This is an optimization exercise on Yosys and OpenROAD, whose aim is small area and a short achievable clock period, not a production implementation. The RTL was checked by simulation tests, not by an equivalence proof against the original design. No activity file was given, so power comes from the tool's default toggle rates.

## sharedMemSys
module sharedMemSys (
  input  logic                           clk,
  input  logic                           rst,
  input  logic [memArbPkg::nMasters-1:0] cmdValid,
  input  logic [memArbPkg::nMasters-1:0] cmdWrite,
  input  logic [memArbPkg::nMasters*memArbPkg::addrW-1:0] cmdAddr,   
  input  logic [memArbPkg::nMasters*memArbPkg::dataW-1:0] cmdData,   
  output logic [memArbPkg::nMasters-1:0] cmdFull,
  output logic [memArbPkg::nMasters-1:0] rdValid,
  output memArbPkg::data_t               rdData,
  output memArbPkg::grant_t              gnt
);
  localparam int NM = memArbPkg::nMasters;
  localparam int AW = memArbPkg::addrW;
  localparam int DW = memArbPkg::dataW;
  logic [NM-1:0]     nextReq;
  logic [NM-1:0]     nextWrite;
  logic [NM*AW-1:0]  nextAddr;
  logic [NM*DW-1:0]  nextData;
  memArbPkg::grant_t nextGnt;   
  logic [NM-1:0]     nextPop;   
  logic [NM-1:0]    issPop;     
  logic             issWrite;
  logic             issWe;
  logic             issWeDup;
  logic [7:0]       issHi;
  logic [7:0]       issLo;
  ...
For scale: roughly 1,500 flip-flops, roughly 130 I/O pins, roughly 54,000 um^2 of cells after synthesis.
==> module sharedRam, before the edit <==
module sharedRam (
  input  logic                           clk,
  input  logic                           rst,
  input  logic [memArbPkg::nMasters-1:0] issPop,     
  input  logic                           issWrite,   
  input  logic                           issWe,      
  input  logic                           issWeDup,   
  input  logic [7:0]                     issHi,      
  input  logic [7:0]                     issLo,      
  input  memArbPkg::data_t               issData,
  output logic [memArbPkg::nMasters-1:0] rdValid,
  output memArbPkg::data_t               rdData
);
  localparam int NW = 2**memArbPkg::addrW;
  localparam int DW = memArbPkg::dataW;
  logic                  phase;     
  logic [NW-1:0][DW-1:0] mem;       
  logic [NW-1:0]         wordSel;
  logic [NW-1:0]         wordWe;
  logic [NW-1:0]         wordHold;
  logic [DW-1:0]         wrBits;
  logic [DW-1:0]         rdWord;    
  always_ff @(posedge clk or negedge rst) begin
    if (!rst) begin
      phase <= 1'b0;
    end else begin
      phase <= !phase;
    end
  end
  for (genvar w = 0; w < NW; w++) begin : gWord
    ramAnd2  uSel  (.a(issHi[w/8]), .b(issLo[w%8]), .y(wordSel[w]));
    ramAnd3  uWe   (.a(issHi[w/8]), .b(issLo[w%8]), .c(issWe), .y(wordWe[w]));
    ramNand3 uHold (.a(issHi[w/8]), .b(issLo[w%8]), .c(issWeDup), .y(wordHold[w]));
  end
  assign wrBits = issData ^ {DW{phase}};
  always_ff @(posedge clk) begin
    for (int w = 0; w < NW; w++) begin
      mem[w] <= ~((mem[w] | {DW{wordWe[w]}}) & ({DW{wordHold[w]}} | wrBits));
    end
  end
  for (genvar b = 0; b < DW; b++) begin : gRead
    logic [NW/8-1:0]  oct;    
    logic [NW/16-1:0] hexN;   
    for (genvar k = 0; k < NW/8; k++) begin : gOct
      logic [7:0] bits;
      for (genvar j = 0; j < 8; j++) begin : gBit
        assign bits[j] = mem[8*k+j][b];
      end
      ramOr8 u (.a(bits), .s(wordSel[8*k +: 8]), .y(oct[k]));
    end
    for (genvar k = 0; k < NW/16; k++) begin : gHex
      ramNor2 u (.a(oct[2*k]), .b(oct[2*k+1]), .y(hexN[k]));
    end
    ramNand4 uAll (.a(hexN[0]), .b(hexN[1]), .c(hexN[2]), .d(hexN[3]), .y(rdWord[b]));
  end
  always_ff @(posedge clk) begin
    rdData <= rdWord ^ {DW{phase}};
  end
  always_ff @(posedge clk or negedge rst) begin
    if (!rst) begin
      rdValid <= '0;
    end else begin
      rdValid <= issPop & {memArbPkg::nMasters{!issWrite}};
    end
  end
endmodule
==> module ramAnd3, before the edit <==
module ramAnd3 (input logic a, input logic b, input logic c, output logic y);
  assign y = a & b & c;
endmodule
==> module ramNand3, before the edit <==
module ramNand3 (input logic a, input logic b, input logic c, output logic y);
  assign y = !(a & b & c);
endmodule
==> module sharedMemSys, before the edit <==
module sharedMemSys (
  input  logic                           clk,
  input  logic                           rst,
  input  logic [memArbPkg::nMasters-1:0] cmdValid,
  input  logic [memArbPkg::nMasters-1:0] cmdWrite,
  input  logic [memArbPkg::nMasters*memArbPkg::addrW-1:0] cmdAddr,   
  input  logic [memArbPkg::nMasters*memArbPkg::dataW-1:0] cmdData,   
  output logic [memArbPkg::nMasters-1:0] cmdFull,
  output logic [memArbPkg::nMasters-1:0] rdValid,
  output memArbPkg::data_t               rdData,
  output memArbPkg::grant_t              gnt
);
  localparam int NM = memArbPkg::nMasters;
  localparam int AW = memArbPkg::addrW;
  localparam int DW = memArbPkg::dataW;
  logic [NM-1:0]     nextReq;
  logic [NM-1:0]     nextWrite;
  logic [NM*AW-1:0]  nextAddr;
  logic [NM*DW-1:0]  nextData;
  memArbPkg::grant_t nextGnt;   
  logic [NM-1:0]     nextPop;   
  logic [NM-1:0]    issPop;     
  logic             issWrite;
  logic             issWe;
  logic             issWeDup;
  logic [7:0]       issHi;
  logic [7:0]       issLo;
  memArbPkg::data_t issData;
  for (genvar i = 0; i < NM; i++) begin : gMaster
    cmdQueueMaster queueMaster (
      .clk       (clk),
      .rst       (rst),
      .cmdValid  (cmdValid[i]),
      .cmdWrite  (cmdWrite[i]),
      .cmdAddr   (cmdAddr[i*AW +: AW]),
      .cmdData   (cmdData[i*DW +: DW]),
      .pop       (issPop[i]),
      .nextPop   (nextPop[i]),
      .cmdFull   (cmdFull[i]),
      .nextReq   (nextReq[i]),
      .nextWrite (nextWrite[i]),
      .nextAddr  (nextAddr[i*AW +: AW]),
      .nextData  (nextData[i*DW +: DW])
    );
  end
  sliceArbiter arbiter (
    .clk      (clk),
    .rst      (rst),
    .nextReq  (nextReq),
    .gnt      (gnt),
    .gntAhead (nextGnt)
  );
  logic             selWrite;
  memArbPkg::addr_t selAddr;
  memArbPkg::data_t selData;
  always_comb begin
    selWrite = 1'b0;
    selAddr  = '0;
    selData  = '0;
    for (int i = 0; i < NM; i++) begin
      selWrite = selWrite | (nextWrite[i] & nextGnt[i]);
      selAddr  = selAddr | (nextAddr[i*AW +: AW] & {AW{nextGnt[i]}});
      selData  = selData | (nextData[i*DW +: DW] & {DW{nextGnt[i]}});
    end
  end
  assign nextPop = nextGnt & nextReq;
  always_ff @(posedge clk or negedge rst) begin
    if (!rst) begin
      issPop   <= '0;
      issWe    <= 1'b0;
      issWeDup <= 1'b0;
    end else begin
      issPop   <= nextPop;
      issWe    <= (|nextPop) && selWrite;
      issWeDup <= |(nextPop & nextWrite);   
    end
  end
  always_ff @(posedge clk) begin
    issWrite <= selWrite;
    for (int k = 0; k < 8; k++) begin
      issHi[k] <= (selAddr[5:3] == 3'(k));
      issLo[k] <= (selAddr[2:0] == 3'(k));
    end
    issData <= selData;
  end
  sharedRam ram (
    .clk      (clk),
    .rst      (rst),
    .issPop   (issPop),
    .issWrite (issWrite),
    .issWe    (issWe),
    .issWeDup (issWeDup),
    .issHi    (issHi),
    .issLo    (issLo),
    .issData  (issData),
    .rdValid  (rdValid),
    .rdData   (rdData)
  );
endmodule
export LEC_CHECK = 0
export CAP_MARGIN = 20
export CORE_MARGIN = 2
export CORE_UTILIZATION = 50
export CTS_CLUSTER_DIAMETER = 60
export CTS_CLUSTER_SIZE = 24
export SETUP_SLACK_MARGIN = 1.9
export SLEW_MARGIN = 20
export SYNTH_HIERARCHICAL = 1
export TNS_END_PERCENT = 10
create_clock -name core_clock -period 4.0 [get_ports {clk}]
standard.sh (not shown) runs the stock make flow with config.mk's settings and CLKGATE_MAP_FILE= SYNTH_SCRIPT=/design/flow/synth_recipe.tcl, a recipe that flattens the netlist after the stock synthesis.
==> flow/flow/run.sh <==
#!/bin/bash
# standard layout, with port buffers of a plain buffer cell instead of the
# delay-type buffer buffer_ports picks on its own
set -euo pipefail
bash standard.sh "BUFFER_PORTS_ARGS=-buffer_cell sky130_fd_sc_hd__buf_2" finish > make_finish.log 2>&1
The baseline produced a clean layout.
Then changed:
--- a/flow/design.v
+++ b/flow/design.v
@@ -159,14 +159,20 @@
       phase <= 1'b0;
     end else begin
       phase <= !phase;
     end
   end
+  logic [7:0] rowWe;
+  logic [7:0] rowWeDup;
+  for (genvar h = 0; h < 8; h++) begin : gRow
+    ramAnd2 uWe  (.a(issHi[h]), .b(issWe), .y(rowWe[h]));
+    ramAnd2 uDup (.a(issHi[h]), .b(issWeDup), .y(rowWeDup[h]));
+  end
   for (genvar w = 0; w < NW; w++) begin : gWord
     ramAnd2  uSel  (.a(issHi[w/8]), .b(issLo[w%8]), .y(wordSel[w]));
-    ramAnd3  uWe   (.a(issHi[w/8]), .b(issLo[w%8]), .c(issWe), .y(wordWe[w]));
-    ramNand3 uHold (.a(issHi[w/8]), .b(issLo[w%8]), .c(issWeDup), .y(wordHold[w]));
+    ramAnd2  uWe   (.a(rowWe[w/8]), .b(issLo[w%8]), .y(wordWe[w]));
+    ramNand2 uHold (.a(rowWeDup[w/8]), .b(issLo[w%8]), .y(wordHold[w]));
   end
   assign wrBits = issData ^ {DW{phase}};
   always_ff @(posedge clk) begin
     for (int w = 0; w < NW; w++) begin
       mem[w] <= ~((mem[w] | {DW{wordWe[w]}}) & ({DW{wordHold[w]}} | wrBits));
@@ -199,15 +205,12 @@
   end
 endmodule
 module ramAnd2 (input logic a, input logic b, output logic y);
   assign y = a & b;
 endmodule
-module ramAnd3 (input logic a, input logic b, input logic c, output logic y);
-  assign y = a & b & c;
-endmodule
-module ramNand3 (input logic a, input logic b, input logic c, output logic y);
-  assign y = !(a & b & c);
+module ramNand2 (input logic a, input logic b, output logic y);
+  assign y = !(a & b);
 endmodule
 module ramOr8 (input logic [7:0] a, input logic [7:0] s, output logic y);
   logic [3:0] pairN;   
   always_comb begin
     for (int k = 0; k < 4; k++) begin
@@ -273,23 +276,29 @@
     .rst      (rst),
     .nextReq  (nextReq),
     .gnt      (gnt),
     .gntAhead (nextGnt)
   );
+  localparam int CW = 1 + AW + DW;   
   logic             selWrite;
   memArbPkg::addr_t selAddr;
   memArbPkg::data_t selData;
-  always_comb begin
-    selWrite = 1'b0;
-    selAddr  = '0;
-    selData  = '0;
-    for (int i = 0; i < NM; i++) begin
-      selWrite = selWrite | (nextWrite[i] & nextGnt[i]);
-      selAddr  = selAddr | (nextAddr[i*AW +: AW] & {AW{nextGnt[i]}});
-      selData  = selData | (nextData[i*DW +: DW] & {DW{nextGnt[i]}});
+  logic [CW-1:0]    sel;
+  for (genvar c = 0; c < CW; c++) begin : gSel
+    logic [NM-1:0] bits;
+    for (genvar i = 0; i < NM; i++) begin : gBit
+      if (c == CW - 1) begin : gW
+        assign bits[i] = nextWrite[i];
+      end else if (c >= DW) begin : gA
+        assign bits[i] = nextAddr[i*AW + c - DW];
+      end else begin : gD
+        assign bits[i] = nextData[i*DW + c];
+      end
     end
+    issSel4 u (.a(bits), .g(nextGnt), .y(sel[c]));
   end
+  assign {selWrite, selAddr, selData} = sel;
   assign nextPop = nextGnt & nextReq;
   always_ff @(posedge clk or negedge rst) begin
     if (!rst) begin
       issPop   <= '0;
       issWe    <= 1'b0;
@@ -320,5 +329,8 @@
     .issData  (issData),
     .rdValid  (rdValid),
     .rdData   (rdData)
   );
 endmodule
+module issSel4 (input logic [3:0] a, input logic [3:0] g, output logic y);
+  assign y = !(!((a[0] & g[0]) | (a[1] & g[1])) & !((a[2] & g[2]) | (a[3] & g[3])));
+endmodule
After rerunning: The changed run finished clean; setup slack gains 0.23 ns; die area barely changes; first-iteration DRC count is higher by 3.0%; synthesized area stays flat; design area decreases by 1.2%; total power drops by 2.8%.

static timing again, ports no longer ideal:
No port has a modelled driver above. Below, the same layouts with a new extraction and two added sets of constraints.
Step 1 assumes that a clkbuf_16 drives the clock port and a buf_2 every other input.
Step 2 times the ports against the registers' clock, not the clock port: input delays grow and output delays shrink by t, the midpoint of the rising clock arrivals with the driver on.
a / b / c = ideal ports / drivers / drivers and shift; a / b = the first two.
run | t, ns | setup WS [ns] | hold slack, ns | cell pins on the clock port's net
the first run | 0.784 | 1.596 / 1.596 / 1.189 | 0.167 / 0.145 / 0.437 | 1
the second run | 0.788 | 1.830 / 1.779 / 1.601 | 0.211 / 0.163 / 0.440 | 1
After both steps every run listed still meets setup and hold. The setup slack of the first run, which loses most, moves by 0.000 ns with the drivers and by -0.407 ns with both steps.
